From an optimization exercise on the open Yosys and OpenROAD flow, aimed at small area, a short achievable clock period and few clock cycles per item; shortcuts taken in it are not production practice.
Only simulation tests tie the RTL to the original design; equivalence was not proved.
Power is estimated from default activity; no workload was simulated.

[flow/design.v]
package fc_pkg;
    localparam int SAT_W = 64;
    function automatic int idx_w(input int n);
        if (n > 1) begin
            idx_w = $clog2(n);
        end else begin
            idx_w = 1;
        end
    endfunction
endpackage
module fc_mac_lane (
    input  logic                   clk,
    input  logic                   first,
    input  logic [4:0]             one,
    input  logic [4:0]             two,
    input  logic [4:0]             neg,
    input  logic [4:0]             nsg,
    input  logic [4:0]             nz,
    input  logic [8:0]             weight,
    input  logic [10:0]            bias,
    output logic [19:0]            res
);
    localparam logic [9:0] KC_HI = 10'd683;
    localparam logic [9:0] KC_HM = 10'd682;
    logic [18:0] r_a, r_b;
    logic [5:0] r_u;
    logic r_c;
    logic [18:0] x, bg;
    logic [24:0] k;
    logic [9:0] w1, w2;
    logic [53:0] fs, fc;
    logic [4:0] hs, hc;
    assign w1 = {weight[8], weight};
    assign w2 = {weight, 1'b0};
    assign k = {bias[10] ? KC_HM : KC_HI, {4{bias[10]}}, bias};
    assign x  = first ? k[18:0] : r_a;
    assign bg = first ? 19'd0 : r_b;
    logic [9:0] m0, pp0;
    assign m0 = ({10{one[0]}} & w1) | ({10{two[0]}} & w2);
    assign pp0 = {~((nz[0] & weight[8]) ^ nsg[0]), m0[8:0] ^ {9{neg[0]}}};
    logic [9:0] m1, pp1;
    assign m1 = ({10{one[1]}} & w1) | ({10{two[1]}} & w2);
    assign pp1 = {~((nz[1] & weight[8]) ^ nsg[1]), m1[8:0] ^ {9{neg[1]}}};
    logic [9:0] m2, pp2;
    assign m2 = ({10{one[2]}} & w1) | ({10{two[2]}} & w2);
    assign pp2 = {~((nz[2] & weight[8]) ^ nsg[2]), m2[8:0] ^ {9{neg[2]}}};
    logic [9:0] m3, pp3;
    assign m3 = ({10{one[3]}} & w1) | ({10{two[3]}} & w2);
    assign pp3 = {~((nz[3] & weight[8]) ^ nsg[3]), m3[8:0] ^ {9{neg[3]}}};
    logic [9:0] m4, pp4;
    assign m4 = ({10{one[4]}} & w1) | ({10{two[4]}} & w2);
    assign pp4 = {~((nz[4] & weight[8]) ^ nsg[4]), m4[8:0] ^ {9{neg[4]}}};
    assign fs[0] = neg[0] ^ bg[0] ^ pp0[0];
    assign fc[0] = (neg[0] & bg[0]) | (pp0[0] & (neg[0] ^ bg[0]));
    assign fs[1] = bg[1] ^ pp0[1] ^ fc[0];
    assign fc[1] = (bg[1] & pp0[1]) | (fc[0] & (bg[1] ^ pp0[1]));
    assign fs[2] = neg[1] ^ bg[2] ^ pp1[0];
    assign fc[2] = (neg[1] & bg[2]) | (pp1[0] & (neg[1] ^ bg[2]));
    assign fs[3] = pp0[2] ^ x[2] ^ fs[2];
    assign fc[3] = (pp0[2] & x[2]) | (fs[2] & (pp0[2] ^ x[2]));
    assign fs[4] = bg[3] ^ pp0[3] ^ pp1[1];
    assign fc[4] = (bg[3] & pp0[3]) | (pp1[1] & (bg[3] ^ pp0[3]));
    assign fs[5] = fc[2] ^ x[3] ^ fs[4];
    assign fc[5] = (fc[2] & x[3]) | (fs[4] & (fc[2] ^ x[3]));
    assign fs[6] = neg[2] ^ bg[4] ^ pp0[4];
    assign fc[6] = (neg[2] & bg[4]) | (pp0[4] & (neg[2] ^ bg[4]));
    assign fs[7] = pp2[0] ^ pp1[2] ^ x[4];
    assign fc[7] = (pp2[0] & pp1[2]) | (x[4] & (pp2[0] ^ pp1[2]));
    assign fs[8] = fs[6] ^ fc[4] ^ fs[7];
    assign fc[8] = (fs[6] & fc[4]) | (fs[7] & (fs[6] ^ fc[4]));
    assign fs[9] = pp2[1] ^ pp1[3] ^ pp0[5];
    assign fc[9] = (pp2[1] & pp1[3]) | (pp0[5] & (pp2[1] ^ pp1[3]));
    assign fs[10] = bg[5] ^ fc[6] ^ fs[9];
    assign fc[10] = (bg[5] & fc[6]) | (fs[9] & (bg[5] ^ fc[6]));
    assign fs[11] = x[5] ^ fc[7] ^ fs[10];
    assign fc[11] = (x[5] & fc[7]) | (fs[10] & (x[5] ^ fc[7]));
    assign fs[12] = neg[3] ^ bg[6] ^ pp2[2];
    assign fc[12] = (neg[3] & bg[6]) | (pp2[2] & (neg[3] ^ bg[6]));
    assign fs[13] = pp1[4] ^ pp0[6] ^ pp3[0];
    assign fc[13] = (pp1[4] & pp0[6]) | (pp3[0] & (pp1[4] ^ pp0[6]));
    assign fs[14] = x[6] ^ fs[12] ^ fs[13];
    assign fc[14] = (x[6] & fs[12]) | (fs[13] & (x[6] ^ fs[12]));
    assign fs[15] = fc[9] ^ fs[14] ^ fc[10];
    assign fc[15] = (fc[9] & fs[14]) | (fc[10] & (fc[9] ^ fs[14]));
    assign fs[16] = pp2[3] ^ pp3[1] ^ bg[7];
    assign fc[16] = (pp2[3] & pp3[1]) | (bg[7] & (pp2[3] ^ pp3[1]));
    assign fs[17] = pp0[7] ^ pp1[5] ^ fc[13];
    assign fc[17] = (pp0[7] & pp1[5]) | (fc[13] & (pp0[7] ^ pp1[5]));
    assign fs[18] = fc[12] ^ x[7] ^ fs[16];
    assign fc[18] = (fc[12] & x[7]) | (fs[16] & (fc[12] ^ x[7]));
    assign fs[19] = fs[18] ^ fc[14] ^ fs[17];
    assign fc[19] = (fs[18] & fc[14]) | (fs[17] & (fs[18] ^ fc[14]));
    assign fs[20] = neg[4] ^ bg[8] ^ pp1[6];
    assign fc[20] = (neg[4] & bg[8]) | (pp1[6] & (neg[4] ^ bg[8]));
    assign fs[21] = pp4[0] ^ pp3[2] ^ pp0[8];
    assign fc[21] = (pp4[0] & pp3[2]) | (pp0[8] & (pp4[0] ^ pp3[2]));
    assign fs[22] = pp2[4] ^ x[8] ^ fs[21];
    assign fc[22] = (pp2[4] & x[8]) | (fs[21] & (pp2[4] ^ x[8]));
    assign fs[23] = fc[16] ^ fs[20] ^ fc[17];
    assign fc[23] = (fc[16] & fs[20]) | (fc[17] & (fc[16] ^ fs[20]));
    assign fs[24] = fc[18] ^ fs[22] ^ fs[23];
    assign fc[24] = (fc[18] & fs[22]) | (fs[23] & (fc[18] ^ fs[22]));
    assign fs[25] = pp3[3] ^ pp0[9] ^ pp1[7];
    assign fc[25] = (pp3[3] & pp0[9]) | (pp1[7] & (pp3[3] ^ pp0[9]));
    assign fs[26] = bg[9] ^ pp4[1] ^ pp2[5];
    assign fc[26] = (bg[9] & pp4[1]) | (pp2[5] & (bg[9] ^ pp4[1]));
    assign fs[27] = fc[21] ^ fs[26] ^ x[9];
    assign fc[27] = (fc[21] & fs[26]) | (x[9] & (fc[21] ^ fs[26]));
    assign fs[28] = fc[20] ^ fs[25] ^ fs[27];
    assign fc[28] = (fc[20] & fs[25]) | (fs[27] & (fc[20] ^ fs[25]));
    assign fs[29] = fc[22] ^ fc[23] ^ fs[28];
    assign fc[29] = (fc[22] & fc[23]) | (fs[28] & (fc[22] ^ fc[23]));
    assign fs[30] = bg[10] ^ pp1[8] ^ pp3[4];
    assign fc[30] = (bg[10] & pp1[8]) | (pp3[4] & (bg[10] ^ pp1[8]));
    assign fs[31] = pp4[2] ^ pp2[6] ^ fc[25];
    assign fc[31] = (pp4[2] & pp2[6]) | (fc[25] & (pp4[2] ^ pp2[6]));
    assign fs[32] = x[10] ^ fc[26] ^ fs[30];
    assign fc[32] = (x[10] & fc[26]) | (fs[30] & (x[10] ^ fc[26]));
    assign fs[33] = fs[32] ^ fs[31] ^ fc[27];
    assign fc[33] = (fs[32] & fs[31]) | (fc[27] & (fs[32] ^ fs[31]));
    assign fs[34] = pp1[9] ^ pp4[3] ^ bg[11];
    assign fc[34] = (pp1[9] & pp4[3]) | (bg[11] & (pp1[9] ^ pp4[3]));
    assign fs[35] = pp3[5] ^ pp2[7] ^ fc[30];
    assign fc[35] = (pp3[5] & pp2[7]) | (fc[30] & (pp3[5] ^ pp2[7]));
    assign fs[36] = fs[34] ^ x[11] ^ fs[35];
    assign fc[36] = (fs[34] & x[11]) | (fs[35] & (fs[34] ^ x[11]));
    assign fs[37] = fc[31] ^ fc[32] ^ hc[0];
    assign fc[37] = (fc[31] & fc[32]) | (hc[0] & (fc[31] ^ fc[32]));
    assign fs[38] = pp2[8] ^ pp4[4] ^ pp3[6];
    assign fc[38] = (pp2[8] & pp4[4]) | (pp3[6] & (pp2[8] ^ pp4[4]));
    assign fs[39] = bg[12] ^ x[12] ^ fs[38];
    assign fc[39] = (bg[12] & x[12]) | (fs[38] & (bg[12] ^ x[12]));
    assign fs[40] = fc[34] ^ fc[35] ^ fs[39];
    assign fc[40] = (fc[34] & fc[35]) | (fs[39] & (fc[34] ^ fc[35]));
    assign fs[41] = fc[36] ^ fs[40] ^ hc[1];
    assign fc[41] = (fc[36] & fs[40]) | (hc[1] & (fc[36] ^ fs[40]));
    assign fs[42] = pp3[7] ^ bg[13] ^ pp2[9];
    assign fc[42] = (pp3[7] & bg[13]) | (pp2[9] & (pp3[7] ^ bg[13]));
    assign fs[43] = pp4[5] ^ x[13] ^ fs[42];
    assign fc[43] = (pp4[5] & x[13]) | (fs[42] & (pp4[5] ^ x[13]));
    assign fs[44] = fc[38] ^ fs[43] ^ fc[39];
    assign fc[44] = (fc[38] & fs[43]) | (fc[39] & (fc[38] ^ fs[43]));
    assign fs[45] = pp4[6] ^ pp3[8] ^ bg[14];
    assign fc[45] = (pp4[6] & pp3[8]) | (bg[14] & (pp4[6] ^ pp3[8]));
    assign fs[46] = x[14] ^ fc[42] ^ fs[45];
    assign fc[46] = (x[14] & fc[42]) | (fs[45] & (x[14] ^ fc[42]));
    assign fs[47] = fc[43] ^ fs[46] ^ fc[44];
    assign fc[47] = (fc[43] & fs[46]) | (fc[44] & (fc[43] ^ fs[46]));
    assign fs[48] = bg[15] ^ pp4[7] ^ pp3[9];
    assign fc[48] = (bg[15] & pp4[7]) | (pp3[9] & (bg[15] ^ pp4[7]));
    assign fs[49] = fc[45] ^ fs[48] ^ x[15];
    assign fc[49] = (fc[45] & fs[48]) | (x[15] & (fc[45] ^ fs[48]));
    assign fs[50] = bg[16] ^ pp4[8] ^ fc[48];
    assign fc[50] = (bg[16] & pp4[8]) | (fc[48] & (bg[16] ^ pp4[8]));
    assign fs[51] = x[16] ^ fs[50] ^ fc[49];
    assign fc[51] = (x[16] & fs[50]) | (fc[49] & (x[16] ^ fs[50]));
    assign fs[52] = bg[17] ^ pp4[9] ^ x[17];
    assign fc[52] = (bg[17] & pp4[9]) | (x[17] & (bg[17] ^ pp4[9]));
    assign fs[53] = bg[18] ^ x[18] ^ fc[52];
    assign fc[53] = (bg[18] & x[18]) | (fc[52] & (bg[18] ^ x[18]));
    assign hs[0] = fc[28] ^ fs[33];
    assign hc[0] = fc[28] & fs[33];
    assign hs[1] = fs[36] ^ fc[33];
    assign hc[1] = fs[36] & fc[33];
    assign hs[2] = fc[40] ^ fs[44];
    assign hc[2] = fc[40] & fs[44];
    assign hs[3] = fc[46] ^ fs[49];
    assign hc[3] = fc[46] & fs[49];
    assign hs[4] = fc[50] ^ fs[52];
    assign hc[4] = fc[50] & fs[52];
    always_ff @(posedge clk) begin
        r_a <= {hc[4], hs[4], hc[3], hs[3], hc[2], hs[2], fc[37], hs[1], hs[0], fc[24], fc[19], fc[15], fc[11], fc[8], fc[5], fc[3], fc[1], x[1], x[0]};
        r_b <= {fs[53], fc[51], fs[51], fc[47], fs[47], fc[41], fs[41], fs[37], fc[29], fs[29], fs[24], fs[19], fs[15], fs[11], fs[8], fs[5], fs[3], fs[1], fs[0]};
        r_c <= fc[53];
        r_u <= first ? k[24:19] : r_u + 6'(r_c);
    end
    logic [24:0] acc_a, acc_b;
    assign acc_a = {r_u, r_a};
    assign acc_b = {5'd0, r_c, r_b};
    logic [24:0] cg, cp;
    assign cg = acc_a & acc_b;
    assign cp = acc_a ^ acc_b;
    logic lo_g0, lo_p0;
    assign lo_g0 = cg[1] | (cp[1] & cg[0]);
    assign lo_p0 = cp[1] & cp[0];
    logic lo_g1, lo_p1;
    assign lo_g1 = cg[3] | (cp[3] & cg[2]);
    assign lo_p1 = cp[3] & cp[2];
    logic lo_g2, lo_p2;
    assign lo_g2 = cg[5] | (cp[5] & cg[4]);
    assign lo_p2 = cp[5] & cp[4];
    logic lo_g3, lo_p3;
    assign lo_g3 = cg[7] | (cp[7] & cg[6]);
    assign lo_p3 = cp[7] & cp[6];
    logic lo_g4, lo_p4;
    assign lo_g4 = cg[9] | (cp[9] & cg[8]);
    assign lo_p4 = cp[9] & cp[8];
    logic lo_g5, lo_p5;
    assign lo_g5 = cg[11] | (cp[11] & cg[10]);
    assign lo_p5 = cp[11] & cp[10];
    logic lo_g6, lo_p6;
    assign lo_g6 = cg[13] | (cp[13] & cg[12]);
    assign lo_p6 = cp[13] & cp[12];
    logic lo_g7, lo_p7;
    assign lo_g7 = lo_g1 | (lo_p1 & lo_g0);
    assign lo_p7 = lo_p1 & lo_p0;
    logic lo_g8, lo_p8;
    assign lo_g8 = lo_g3 | (lo_p3 & lo_g2);
    assign lo_p8 = lo_p3 & lo_p2;
    logic lo_g9, lo_p9;
    assign lo_g9 = lo_g5 | (lo_p5 & lo_g4);
    assign lo_p9 = lo_p5 & lo_p4;
    logic lo_g10, lo_p10;
    assign lo_g10 = lo_g8 | (lo_p8 & lo_g7);
    assign lo_p10 = lo_p8 & lo_p7;
    logic lo_g11, lo_p11;
    assign lo_g11 = lo_g9 | (lo_p9 & lo_g10);
    assign lo_p11 = lo_p9 & lo_p10;
    logic lo_g12, lo_p12;
    assign lo_g12 = lo_g2 | (lo_p2 & lo_g7);
    assign lo_p12 = lo_p2 & lo_p7;
    logic lo_g13, lo_p13;
    assign lo_g13 = lo_g4 | (lo_p4 & lo_g10);
    assign lo_p13 = lo_p4 & lo_p10;
    logic lo_g14, lo_p14;
    assign lo_g14 = lo_g6 | (lo_p6 & lo_g11);
    assign lo_p14 = lo_p6 & lo_p11;
    logic lo_g15, lo_p15;
    assign lo_g15 = cg[2] | (cp[2] & lo_g0);
    assign lo_p15 = cp[2] & lo_p0;
    logic lo_g16, lo_p16;
    assign lo_g16 = cg[4] | (cp[4] & lo_g7);
    assign lo_p16 = cp[4] & lo_p7;
    logic lo_g17, lo_p17;
    assign lo_g17 = cg[6] | (cp[6] & lo_g12);
    assign lo_p17 = cp[6] & lo_p12;
    logic lo_g18, lo_p18;
    assign lo_g18 = cg[8] | (cp[8] & lo_g10);
    assign lo_p18 = cp[8] & lo_p10;
    logic lo_g19, lo_p19;
    assign lo_g19 = cg[10] | (cp[10] & lo_g13);
    assign lo_p19 = cp[10] & lo_p13;
    logic lo_g20, lo_p20;
    assign lo_g20 = cg[12] | (cp[12] & lo_g11);
    assign lo_p20 = cp[12] & lo_p11;
    logic lo_g21, lo_p21;
    assign lo_g21 = cg[14] | (cp[14] & lo_g14);
    assign lo_p21 = cp[14] & lo_p14;
    logic hi_g0, hi_p0;
    assign hi_g0 = cg[16] | (cp[16] & cg[15]);
    assign hi_p0 = cp[16] & cp[15];
    logic hi_g1, hi_p1;
    assign hi_g1 = cg[18] | (cp[18] & cg[17]);
    assign hi_p1 = cp[18] & cp[17];
    logic hi_g2, hi_p2;
    assign hi_g2 = cg[20] | (cp[20] & cg[19]);
    assign hi_p2 = cp[20] & cp[19];
    logic hi_g3, hi_p3;
    assign hi_g3 = cg[22] | (cp[22] & cg[21]);
    assign hi_p3 = cp[22] & cp[21];
    logic hi_g4, hi_p4;
    assign hi_g4 = cg[24] | (cp[24] & cg[23]);
    assign hi_p4 = cp[24] & cp[23];
    logic hi_g5, hi_p5;
    assign hi_g5 = hi_g1 | (hi_p1 & hi_g0);
    assign hi_p5 = hi_p1 & hi_p0;
    logic hi_g6, hi_p6;
    assign hi_g6 = hi_g3 | (hi_p3 & hi_g2);
    assign hi_p6 = hi_p3 & hi_p2;
    logic hi_g7, hi_p7;
    assign hi_g7 = hi_g6 | (hi_p6 & hi_g5);
    assign hi_p7 = hi_p6 & hi_p5;
    logic hi_g8, hi_p8;
    assign hi_g8 = hi_g2 | (hi_p2 & hi_g5);
    assign hi_p8 = hi_p2 & hi_p5;
    logic hi_g9, hi_p9;
    assign hi_g9 = hi_g4 | (hi_p4 & hi_g7);
    assign hi_p9 = hi_p4 & hi_p7;
    logic hi_g10, hi_p10;
    assign hi_g10 = cg[17] | (cp[17] & hi_g0);
    assign hi_p10 = cp[17] & hi_p0;
    logic hi_g11, hi_p11;
    assign hi_g11 = cg[19] | (cp[19] & hi_g5);
    assign hi_p11 = cp[19] & hi_p5;
    logic hi_g12, hi_p12;
    assign hi_g12 = cg[21] | (cp[21] & hi_g8);
    assign hi_p12 = cp[21] & hi_p8;
    logic hi_g13, hi_p13;
    assign hi_g13 = cg[23] | (cp[23] & hi_g7);
    assign hi_p13 = cp[23] & hi_p7;
    logic [14:0] lo_s;
    logic c15;
    logic [9:0] hi0, hi1;
    assign lo_s[0] = cp[0];
    assign lo_s[1] = cp[1] ^ cg[0];
    assign lo_s[2] = cp[2] ^ lo_g0;
    assign lo_s[3] = cp[3] ^ lo_g15;
    assign lo_s[4] = cp[4] ^ lo_g7;
    assign lo_s[5] = cp[5] ^ lo_g16;
    assign lo_s[6] = cp[6] ^ lo_g12;
    assign lo_s[7] = cp[7] ^ lo_g17;
    assign lo_s[8] = cp[8] ^ lo_g10;
    assign lo_s[9] = cp[9] ^ lo_g18;
    assign lo_s[10] = cp[10] ^ lo_g13;
    assign lo_s[11] = cp[11] ^ lo_g19;
    assign lo_s[12] = cp[12] ^ lo_g11;
    assign lo_s[13] = cp[13] ^ lo_g20;
    assign lo_s[14] = cp[14] ^ lo_g14;
    assign c15 = lo_g21;
    assign hi0[0] = cp[15];
    assign hi1[0] = ~cp[15];
    assign hi0[1] = cp[16] ^ cg[15];
    assign hi1[1] = cp[16] ^ (cg[15] | cp[15]);
    assign hi0[2] = cp[17] ^ hi_g0;
    assign hi1[2] = cp[17] ^ (hi_g0 | hi_p0);
    assign hi0[3] = cp[18] ^ hi_g10;
    assign hi1[3] = cp[18] ^ (hi_g10 | hi_p10);
    assign hi0[4] = cp[19] ^ hi_g5;
    assign hi1[4] = cp[19] ^ (hi_g5 | hi_p5);
    assign hi0[5] = cp[20] ^ hi_g11;
    assign hi1[5] = cp[20] ^ (hi_g11 | hi_p11);
    assign hi0[6] = cp[21] ^ hi_g8;
    assign hi1[6] = cp[21] ^ (hi_g8 | hi_p8);
    assign hi0[7] = cp[22] ^ hi_g12;
    assign hi1[7] = cp[22] ^ (hi_g12 | hi_p12);
    assign hi0[8] = cp[23] ^ hi_g7;
    assign hi1[8] = cp[23] ^ (hi_g7 | hi_p7);
    assign hi0[9] = cp[24] ^ hi_g13;
    assign hi1[9] = cp[24] ^ (hi_g13 | hi_p13);
    logic ovf0, ovf1;
    assign ovf0 = !((&hi0) || !(|hi0));
    assign ovf1 = !((&hi1) || !(|hi1));
    assign res = {hi1[9], hi0[9], ovf1, ovf0, c15, lo_s};
endmodule
module fc_layer_engine #(
    parameter int N_IN  = 64,
    parameter int N_OUT = 16,
    parameter int DW    = 10,
    parameter int WW    = 9,
    parameter int BW    = 11,
    parameter int ACCW  = 25,
    parameter int OW    = 16,
    parameter int SHIFT = 0
) (
    input  logic                       clk,
    input  logic                       rst_n,
    input  logic                       in_valid,
    input  logic [DW-1:0]              in_data,
    output logic                       in_ready,
    output logic [fc_pkg::idx_w(N_IN)-1:0] w_addr,
    input  logic [N_OUT*WW-1:0]        weight,
    input  logic [N_OUT*BW-1:0]        bias,
    output logic                       out_valid,
    input  logic                       out_ready,
    output logic [OW-1:0]              out_data,
    output logic [fc_pkg::idx_w(N_OUT)-1:0] out_idx,
    output logic                       layer_done
);
    localparam int IN_W  = fc_pkg::idx_w(N_IN);
    localparam int OUT_W = fc_pkg::idx_w(N_OUT);
    localparam int ND    = (DW + 1) / 2;       
    localparam int RW    = OW + 4;             
    logic                   r_in_ready;
    logic                   r_in_stall;  
    logic [IN_W-1:0]        r_in_cnt;
    logic                   r_cnt_zero;  
    logic                   r_cnt_last;  
    logic                   r_pend;      
    logic                   r_last;      
    logic                   r_fin;       
    logic                   r_ob_full;   
    logic [OUT_W-1:0]       r_rd_idx;    
    logic                   r_rd_last;   
    logic [N_OUT-1:0]       r_rd_oh;     
    logic                   r_out_valid;
    logic                   r_out_vint;  
    logic [OUT_W-1:0]       r_out_idx;
    logic                   r_out_last;  
    logic [OW-1:0]          r_out_data;
    logic                   r_done;
    logic [RW-1:0]          r_obuf [N_OUT];
    logic [RW-1:0]          w_raw  [N_OUT];
    localparam int NG = 4;
    logic [ND-1:0]          g_one [NG];
    logic [ND-1:0]          g_two [NG];
    logic [ND-1:0]          g_neg [NG];
    logic [ND-1:0]          g_nsg [NG];
    logic [ND-1:0]          g_nz  [NG];
    logic                   g_first [NG];
    logic [N_OUT*WW-1:0]    r_w;
    logic                   w_first_n;
    logic                   w_in_fire;
    logic                   w_out_fire;
    logic                   w_capture;
    logic                   w_move;
    logic [IN_W-1:0]        w_in_cnt_n;
    logic                   w_pend_n;
    logic                   w_ob_full_n;
    logic                   w_in_ready_n;
    logic [ND-1:0]          w_one, w_two, w_neg;
    logic [DW:0]            w_xe;
    logic [RW-1:0]          w_rd;
    logic                   w_sgn, w_ovf;
    assign in_ready   = r_in_ready;
    assign w_addr     = r_in_cnt;
    assign out_valid  = r_out_valid;
    assign out_idx    = r_out_idx;
    assign out_data   = r_out_data;
    assign layer_done = r_done;
    assign w_in_fire  = in_valid && !r_in_stall;
    assign w_out_fire = r_out_vint && out_ready;
    assign w_capture  = r_fin && !r_ob_full;
    assign w_move     = r_ob_full && (!r_out_vint || out_ready);
    assign w_in_cnt_n  = w_in_fire ? r_in_cnt + IN_W'(1) : r_in_cnt;
    assign w_pend_n    = (w_in_fire && r_cnt_last) || (r_pend && !w_capture);
    assign w_ob_full_n = w_capture || (r_ob_full && !(w_move && r_rd_last));
    assign w_in_ready_n = !(w_in_fire ? r_cnt_last : r_cnt_zero) || !w_pend_n || !w_ob_full_n;
    assign w_xe = {in_data, 1'b0};
    genvar d;
    generate
        for (d = 0; d < ND; d++) begin : g_booth
            logic b2, b1, b0;
            assign b0 = w_xe[2*d];
            assign b1 = w_xe[2*d+1];
            assign b2 = (2*d+2 <= DW) ? w_xe[2*d+2] : w_xe[DW];
            assign w_one[d] = b1 ^ b0;
            assign w_two[d] = (b2 & ~b1 & ~b0) | (~b2 & b1 & b0);
            assign w_neg[d] = b2 & ~(b1 & b0);
        end
    endgenerate
    always_ff @(posedge clk or negedge rst_n) begin
        if (!rst_n) begin
            r_in_ready  <= 1'b0;
            r_in_stall  <= 1'b1;
            r_in_cnt    <= '0;
            r_cnt_zero  <= 1'b1;
            r_cnt_last  <= 1'b0;
            r_pend      <= 1'b0;
            r_last      <= 1'b0;
            r_fin       <= 1'b0;
            r_ob_full   <= 1'b0;
            r_rd_idx    <= '0;
            r_rd_last   <= 1'b0;
            r_out_valid <= 1'b0;
            r_out_vint  <= 1'b0;
            r_out_idx   <= '0;
            r_out_last  <= 1'b0;
            r_done      <= 1'b0;
        end else begin
            r_in_cnt    <= w_in_cnt_n;
            r_cnt_zero  <= (w_in_cnt_n == '0);
            r_cnt_last  <= (w_in_cnt_n == IN_W'(N_IN - 1));
            r_pend      <= w_pend_n;
            r_in_ready  <= w_in_ready_n;
            r_in_stall  <= !w_in_ready_n;
            r_last      <= w_in_fire && r_cnt_last;
            r_fin       <= r_last || (r_fin && !w_capture);
            r_ob_full   <= w_ob_full_n;
            if (w_capture) begin
                r_rd_idx  <= '0;
                r_rd_last <= 1'b0;
            end else if (w_move) begin
                r_rd_idx  <= r_rd_idx + OUT_W'(1);
                r_rd_last <= (r_rd_idx == OUT_W'(N_OUT - 2));
            end
            if (w_move) begin
                r_out_valid <= 1'b1;
                r_out_vint  <= 1'b1;
                r_out_idx   <= r_rd_idx;
                r_out_last  <= r_rd_last;
            end else if (w_out_fire) begin
                r_out_valid <= 1'b0;
                r_out_vint  <= 1'b0;
            end
            r_done      <= w_out_fire && r_out_last;
        end
    end
    assign w_first_n = w_in_fire && r_cnt_zero;
    always_ff @(posedge clk) begin
        r_w <= weight;
    end
    genvar g;
    generate
        for (g = 0; g < NG; g++) begin : g_stage1
            logic [ND-1:0] one_q, two_q, neg_q, nsg_q, nz_q;
            logic          first_q;
            logic [ND-1:0] one_d, two_d, neg_d, nsg_d, nz_d;
            logic          first_d;
            localparam bit INV = (g % 2) == 1;
            assign one_d   = w_in_fire ? w_one : '0;
            assign two_d   = w_in_fire ? w_two : '0;
            assign neg_d   = w_in_fire ? w_neg : '0;
            assign nsg_d   = w_in_fire ? w_neg : '1;
            assign nz_d    = w_in_fire ? (w_one | w_two) : '0;
            assign first_d = w_first_n;
            if (g < 2) begin : g_plain
                always_ff @(posedge clk) begin
                    one_q   <= INV ? ~one_d : one_d;
                    two_q   <= INV ? ~two_d : two_d;
                    neg_q   <= INV ? ~neg_d : neg_d;
                    nsg_q   <= INV ? ~nsg_d : nsg_d;
                    nz_q    <= INV ? ~nz_d  : nz_d;
                    first_q <= INV ? ~first_d : first_d;
                end
            end else begin : g_reset
                always_ff @(posedge clk or negedge rst_n) begin
                    if (!rst_n) begin
                        one_q   <= INV ? '1 : '0;
                        two_q   <= INV ? '1 : '0;
                        neg_q   <= INV ? '1 : '0;
                        nsg_q   <= INV ? '0 : '1;
                        nz_q    <= INV ? '1 : '0;
                        first_q <= INV ? 1'b1 : 1'b0;
                    end else begin
                        one_q   <= INV ? ~one_d : one_d;
                        two_q   <= INV ? ~two_d : two_d;
                        neg_q   <= INV ? ~neg_d : neg_d;
                        nsg_q   <= INV ? ~nsg_d : nsg_d;
                        nz_q    <= INV ? ~nz_d  : nz_d;
                        first_q <= INV ? ~first_d : first_d;
                    end
                end
            end
            assign g_one[g]   = INV ? ~one_q : one_q;
            assign g_two[g]   = INV ? ~two_q : two_q;
            assign g_neg[g]   = INV ? ~neg_q : neg_q;
            assign g_nsg[g]   = INV ? ~nsg_q : nsg_q;
            assign g_nz[g]    = INV ? ~nz_q  : nz_q;
            assign g_first[g] = INV ? ~first_q : first_q;
        end
    endgenerate
    genvar k;
    generate
        for (k = 0; k < N_OUT; k++) begin : g_lane
            localparam int G = k / (N_OUT / NG);
            fc_mac_lane u_lane (
                .clk    (clk),
                .first  (g_first[G]),
                .one    (g_one[G]),
                .two    (g_two[G]),
                .neg    (g_neg[G]),
                .nsg    (g_nsg[G]),
                .nz     (g_nz[G]),
                .weight (r_w[k*WW +: WW]),
                .bias   (bias[k*BW +: BW]),
                .res    (w_raw[k])
            );
        end
    endgenerate
    always_ff @(posedge clk) begin
        if (w_capture) begin
            for (int i = 0; i < N_OUT; i++) begin
                r_obuf[i] <= w_raw[i];
            end
        end
    end
    always_ff @(posedge clk) begin
        if (w_capture) begin
            r_rd_oh <= N_OUT'(1);
        end else if (w_move) begin
            r_rd_oh <= {r_rd_oh[N_OUT-2:0], r_rd_oh[N_OUT-1]};
        end
    end
    always_comb begin
        w_rd = '0;
        for (int i = 0; i < N_OUT; i++) begin
            w_rd = w_rd | (r_rd_oh[i] ? r_obuf[i] : '0);
        end
    end
    assign w_sgn = w_rd[OW-1] ? w_rd[OW+3] : w_rd[OW+2];
    assign w_ovf = w_rd[OW-1] ? w_rd[OW+1] : w_rd[OW];
    always_ff @(posedge clk) begin
        if (w_move) begin
            r_out_data <= {w_sgn, w_ovf ? {(OW-1){!w_sgn}} : w_rd[OW-2:0]};
        end
    end
endmodule
[flow/run.sh]
#!/bin/bash
# synth_recipe.tcl (not shown) runs the flow's synth.tcl, then flattens the netlist and writes it again
# the make line also repeats each setting of config.mk as NAME=value (left out here)
make -C /OpenROAD-flow-scripts/flow DESIGN_CONFIG=/design/flow/config.mk WORK_HOME=/design/flow/orfs CLKGATE_MAP_FILE= SYNTH_SCRIPT=/design/flow/synth_recipe.tcl finish
[flow/config.mk]
export PLATFORM = sky130hd
export DESIGN_NAME = fc_layer_engine
export DESIGN_NICKNAME = fc_layer_engine
export VERILOG_FILES = /design/flow/design.v
export SDC_FILE = /design/flow/constraint.sdc
export NUM_CORES = 4
export LEC_CHECK = 0
export CAP_MARGIN = 20
export CORE_MARGIN = 2
export CORE_UTILIZATION = 55
export SETUP_SLACK_MARGIN = 5.0
export SLEW_MARGIN = 20
[flow/constraint.sdc]
create_clock -name core_clock -period 8.5 [get_ports {clk}]
set_input_delay 1.7000 -clock core_clock [delete_from_list [all_inputs] [get_ports {clk}]]
set_output_delay 1.7000 -clock core_clock [all_outputs]
set_load 0.01 [all_outputs]
==> impl_results.html <==
<table>
<tr><th>Metric</th><th>Value</th></tr>
<tr><th colspan="2">Floorplan</th></tr>
<tr><td>Starting utilization of the core area</td><td>0.555</td></tr>
<tr><td>Die footprint</td><td>roughly 170,000 sq um</td></tr>
<tr><td>Width of the die</td><td>just over 400 um</td></tr>
<tr><td>Count of boundary I/O pins</td><td>roughly 360</td></tr>
<tr><td>Area of the placeable core</td><td>between 150,000 and 200,000 sq um</td></tr>
<tr><td>Cell Rows</td><td>149</td></tr>
<tr><td>Vertical die dimension</td><td>412 um</td></tr>
<tr><th colspan="2">Power and ir drop</th></tr>
<tr><td>Switching power as a share of total power</td><td>0.453</td></tr>
<tr><td>Worst supply voltage drop on vdd</td><td>0.276 mV</td></tr>
<tr><td>Share of power burned in the clock network</td><td>0.167</td></tr>
<tr><td>Sequential Power Share</td><td>0.258</td></tr>
<tr><td>Psw</td><td>19.9 mW</td></tr>
<tr><td>Cell Int Power</td><td>about 24 mW</td></tr>
<tr><td>Fraction of power consumed by combinational cells</td><td>0.575</td></tr>
<tr><td>Pleak</td><td>46.3 nW</td></tr>
<tr><td>Ratio of total power to cell area</td><td>407 nW/um^2</td></tr>
<tr><th colspan="2">Worst setup path</th></tr>
<tr><td>Worst R2R Setup Slack</td><td>4930 ps</td></tr>
<tr><td>Worst setup path category</td><td>flop to flop</td></tr>
<tr><td>Endpoint class of the critical path</td><td>flop</td></tr>
<tr><td>Peak fanout along the critical path</td><td>6</td></tr>
<tr><td>Nature of the critical path startpoint</td><td>flop</td></tr>
<tr><td>Required arrival time at the worst endpoint</td><td>roughly 9200 ps</td></tr>
<tr><td>Worst Path Arrival</td><td>4270 ps</td></tr>
<tr><th colspan="2">Cells and area</th></tr>
<tr><td>Most common library cell in the layout ignoring fill and taps</td><td>sky130_fd_sc_hd__inv_1</td></tr>
<tr><td>Net total in the final layout</td><td>10,699</td></tr>
<tr><td>Share of layout cells above drive strength 1</td><td>0.133</td></tr>
<tr><td>Most frequent cells in the layout</td><td>sky130_fd_sc_hd__inv_1, sky130_fd_sc_hd__fa_1, sky130_fd_sc_hd__dfxtp_1</td></tr>
<tr><td>Fill cell count</td><td>13,084</td></tr>
<tr><td>Post-route cell area</td><td>around 110,000 sq um</td></tr>
<tr><td>Area Overhead vs Synth</td><td>17.7%</td></tr>
<tr><th colspan="2">Yosys</th></tr>
<tr><td>Biggest area consumer among synthesized cells</td><td>sky130_fd_sc_hd__fa_1</td></tr>
<tr><td>Area of the mapped netlist</td><td>around 92,000 sq um</td></tr>
<tr><td>Main area contributors after synthesis</td><td>sky130_fd_sc_hd__fa_1, sky130_fd_sc_hd__dfxtp_1, sky130_fd_sc_hd__edfxtp_1</td></tr>
<tr><td>Synthesized net count</td><td>10,323</td></tr>
<tr><td>Sequential-to-total area share from yosys stat</td><td>0.339</td></tr>
<tr><td>Number of distinct standard cells referenced by the synthesized netlist</td><td>74</td></tr>
<tr><td>Synth Instances</td><td>8,542</td></tr>
<tr><td>Prevailing post-synth register cell</td><td>sky130_fd_sc_hd__dfxtp_1</td></tr>
<tr><td>Seq cells post-synth</td><td>1,346</td></tr>
<tr><td>Yosys synthesis warning count</td><td>17</td></tr>
<tr><td>Fraction of post-synthesis cell area in the top cell type by area</td><td>0.220</td></tr>
<tr><td>Syn avg cell area</td><td>10.7 sq um</td></tr>
<tr><td>Post-synth EDFFs</td><td>between 300 and 400</td></tr>
<tr><td>Asr flop ratio synth</td><td>0.0579</td></tr>
<tr><th colspan="2">Routing</th></tr>
<tr><td>Total length of routed wires</td><td>321 mm</td></tr>
<tr><td>Wire per inst</td><td>28.5 um</td></tr>
<tr><td>Number of optimization iterations in the first detailed-route pass</td><td>7</td></tr>
<tr><td>DRC violations left</td><td>0</td></tr>
<tr><td>Number of DRC violations after detailed-routing iteration 0</td><td>~7,600</td></tr>
<tr><td>Number of routed nets with antenna violations</td><td>0</td></tr>
<tr><td>Average vias per placed instance</td><td>6.03</td></tr>
<tr><td>Via Count</td><td>approximately 68,000</td></tr>
<tr><th colspan="2">Placement</th></tr>
<tr><td>Standard cell area after detailed placement</td><td>97,500 sq um</td></tr>
<tr><td>Quantity of I/O buffers inserted on ports</td><td>~360</td></tr>
<tr><td>Weighted congestion reported at the end of routability-driven placement</td><td>0.985</td></tr>
<tr><td>Post-Place Worst Slack</td><td>4010 ps</td></tr>
<tr><td>Sum of net half-perimeters after detailed placement</td><td>225 mm</td></tr>
<tr><th colspan="2">STA</th></tr>
<tr><td>Worst Max-Slew Pin Slew</td><td>1090 ps</td></tr>
<tr><td>Final sum of negative setup slack</td><td>0 ps</td></tr>
<tr><td>Unrepaired setup endpoints after global routing</td><td>yes</td></tr>
<tr><td>Setup-violating endpoint count in the final report</td><td>0</td></tr>
<tr><td>Fin worst setup slack</td><td>4930 ps</td></tr>
<tr><td>Shortest period the worst path allows</td><td>about 3600 ps</td></tr>
<tr><td>Worst relative slew slack</td><td>0.271</td></tr>
<tr><td>Top achievable clock speed</td><td>~280 MHz</td></tr>
<tr><td>Hold Violations, Final</td><td>0</td></tr>
<tr><td>Number of pins exceeding their max-slew limit in the final report</td><td>0</td></tr>
<tr><td>Period Utilization, post-route</td><td>0.420</td></tr>
<tr><td>Maximum clock skew at final layout</td><td>24.5 ps</td></tr>
<tr><th colspan="2">Hold path</th></tr>
<tr><td>Hold crit path type</td><td>flop to flop</td></tr>
<tr><th colspan="2">Global routing</th></tr>
<tr><td>Vias in the first global route</td><td>67,460</td></tr>
<tr><td>Wire length of the first global-routing pass</td><td>458 mm</td></tr>
<tr><td>Global-route usage over all layers</td><td>0.370</td></tr>
<tr><td>Maximum number of pins on one net before global-route repair</td><td>180</td></tr>
<tr><td>Global route overflow</td><td>0</td></tr>
<tr><td>Antenna violations before repair</td><td>48</td></tr>
<tr><th colspan="2">CTS</th></tr>
<tr><td>Clock latency at the later pin of the worst-skew pair</td><td>between 800 and 900 ps</td></tr>
<tr><td>Cell at the root of the clock tree</td><td>sky130_fd_sc_hd__clkbuf_16</td></tr>
<tr><td>Total clock sinks</td><td>1,346</td></tr>
<tr><td>TritonCTS clock tree</td><td>done</td></tr>
<tr><td>Clock edge transition at the registers on the reported setup and hold paths</td><td>60 ps</td></tr>
<tr><td>H-tree Lvls</td><td>4</td></tr>
<tr><td>Clock tree buffer depth</td><td>3</td></tr>
<tr><td>Number of clock buffers inserted by TritonCTS</td><td>between 150 and 200</td></tr>
<tr><th colspan="2">Flow run</th></tr>
<tr><td>Max-Cap Viols</td><td>0</td></tr>
<tr><th colspan="2">Status</th></tr>
<tr><td>Run status</td><td>finished clean</td></tr>
</table>
==> cell type report <==
class                   instances  area (sq um)  share of cell area
diodes                          6          15.0            0.000139
clock buffers                 207          4530              0.0419
clock inverters                90          1040             0.00964
inverters                    1223          4760              0.0441
multi-input cells            5509         55800               0.516
flip-flops and latches       1346         31200               0.289
well taps                    2189          2740              0.0254
repair buffers                680          7880              0.0730
==> power by group through the flow <==
stage | Combinational (mW) | Clock [mW] | Sequential [mW]
floorplan | 16.1 | 0 | 10.6
global placement | 23.2 | 0 | 11.4
detailed placement | 24.0 | 0 | 11.4
CTS | 24.7 | 7.42 | 11.3
global route | 28.4 | 7.67 | 11.5
finish | 25.3 | 7.35 | 11.3
==> path summary, 6_finish.rpt <==
path,cells past startpoint,end,from
setup / recovery,12,g_lane[14].u_lane.r_b[11],g_stage1[3].one_q[3]
hold / removal,1,r_fin,r_last
setup reg to reg,12,g_lane[14].u_lane.r_b[11],g_stage1[3].one_q[3]
hold reg to reg,1,r_fin,r_last
max in group asynchronous,2,g_stage1[2].first_q,rst_n
min in group asynchronous,1,g_stage1[2].neg_q[4],rst_n
==> cells in the mapped netlist, types with 11 or more instances <==
cell,instances
sky130_fd_sc_hd__inv_1,1149
sky130_fd_sc_hd__fa_1,1008
sky130_fd_sc_hd__dfxtp_1,900
sky130_fd_sc_hd__xnor2_1,727
sky130_fd_sc_hd__ha_1,439
sky130_fd_sc_hd__xor2_1,422
sky130_fd_sc_hd__a22oi_1,400
sky130_fd_sc_hd__edfxtp_1,368
sky130_fd_sc_hd__nand2_1,368
sky130_fd_sc_hd__clkbuf_1,358
sky130_fd_sc_hd__o22ai_1,332
sky130_fd_sc_hd__nor2_1,201
sky130_fd_sc_hd__nand2b_1,181
sky130_fd_sc_hd__nand3_1,136
sky130_fd_sc_hd__a21o_1,130
sky130_fd_sc_hd__nor2b_1,121
sky130_fd_sc_hd__a21oi_1,103
sky130_fd_sc_hd__and2_1,100
sky130_fd_sc_hd__mux2_2,96
sky130_fd_sc_hd__buf_1,95
sky130_fd_sc_hd__o21ai_0,89
sky130_fd_sc_hd__mux2i_1,80
sky130_fd_sc_hd__nand4_1,68
sky130_fd_sc_hd__clkinv_1,57
sky130_fd_sc_hd__a31oi_1,56
sky130_fd_sc_hd__dfrtp_1,50
sky130_fd_sc_hd__nor3_1,46
sky130_fd_sc_hd__a221oi_1,40
sky130_fd_sc_hd__a22o_1,40
sky130_fd_sc_hd__nor4_1,35
sky130_fd_sc_hd__and3_1,32
sky130_fd_sc_hd__dfstp_2,28
sky130_fd_sc_hd__or2_2,26
sky130_fd_sc_hd__o31ai_1,20
sky130_fd_sc_hd__nand4b_1,19
sky130_fd_sc_hd__inv_2,17
sky130_fd_sc_hd__a41oi_1,15
sky130_fd_sc_hd__o31a_1,15
sky130_fd_sc_hd__o21ai_1,14
sky130_fd_sc_hd__a2111oi_2,12
sky130_fd_sc_hd__nor4b_1,12
sky130_fd_sc_hd__o21bai_1,12
sky130_fd_sc_hd__nand3b_1,11
==> through the flow <==
| stage | instances | total power, mW | hold WS (ps) | utilization |
|---|---|---|---|---|
| after global routing | 11244 | 47.6 | 451 | 0.653 |
| after floorplan | 8542 | 26.7 | 404 | - |
| after detailed placement | 10729 | 35.4 | 425 | 0.590 |
| after global placement | 10729 | 34.6 | 414 | 0.590 |
| final | 11250 | 44.0 | 435 | 0.653 |
| after CTS | 11120 | 43.4 | 438 | 0.637 |
==> sequential cells by signal (all words and copies together), names as in the netlist, 6 cells and up <==
signal	flops
r_w	144
g_lane.u_lane.r_u	96
r_in_cnt	6
g_stage1.two_q	20
g_lane.u_lane.r_a	304
g_lane.u_lane.r_c	16
g_stage1.nz_q	20
r_out_data	16
g_stage1.neg_q	20
g_lane.u_lane.r_b	304
g_stage1.nsg_q	20
r_rd_oh	16
r_obuf	320
g_stage1.one_q	20
==> routing by layer <==
layer / global-route usage / routed length (um) / up-vias
met2: 0.549 / 139000 / 3731
met1: 0.527 / 131000 / 34248
met5: 0 / 237 / -
li1: - / - / 29003
met4: 0.146 / 15400 / 36
met3: 0.0833 / 35200 / 801
==> critical path, cell delays in order (launching register included) <==
cell                      delay, ps
sky130_fd_sc_hd__dfstp_2        620
sky130_fd_sc_hd__buf_12         160
sky130_fd_sc_hd__o22ai_1         80
sky130_fd_sc_hd__xnor2_1        170
sky130_fd_sc_hd__fa_2           570
sky130_fd_sc_hd__inv_1           50
sky130_fd_sc_hd__fa_1           510
sky130_fd_sc_hd__fa_2           440
sky130_fd_sc_hd__inv_1           80
sky130_fd_sc_hd__ha_2           170
sky130_fd_sc_hd__inv_2           40
sky130_fd_sc_hd__fa_2           510
sky130_fd_sc_hd__inv_1           40
==> cells by family (layout without fill, tap and decap cells) <==
family | Yosys count | count (layout) | synth area share
other | 0 | 6 | 0
adders and majority gates | 1447 | 1447 | 0.280
DFF | 1346 | 1346 | 0.339
xor gates and xnor gates | 1151 | 1151 | 0.110
buffers and inverters | 1687 | 2200 | 0.0692
muxes | 176 | 176 | 0.0205
and+or+nand+nor | 1392 | 1392 | 0.0787
AOI/OAI and AO/OA | 1343 | 1343 | 0.103
==> what timing repair did <==
action                                  4_1_cts  5_1_grt
cloned                                       17       21
resized for setup                           294      312
buffers inserted                             77      103
endpoints found under the setup margin      210      100
pin swaps                                    14       66
hold buffers                                  0        0
Testbench counts, summed over its fixed seeds: cycles 12,440, items 192.

==> afterwards: timing with drivers on the ports <==
No port has a modelled driver above. Below, the same layout with a new extraction and two added sets of constraints.
Step 1 sets driving cells, clkbuf_16 on the clock port and buf_2 on the other inputs (assumed; they add their load-dependent delay and slew).
Step 2 also shifts input and output timing later by t, the mid clock arrival at the registers, as if the neighbouring blocks saw the same clock.
a / b / c = ideal ports / drivers / drivers and shift; a / b = the first two.
t, ns: 0.907
setup slack, ns: 4.933 / 4.931 / 4.102
worst setup path at the end: input to register
clock arrival spread, ns: 0.026 / 0.025
After both steps this run still meets setup and hold. For this run, drivers alone change the setup slack by -0.002 ns; drivers and shift together by -0.831 ns.
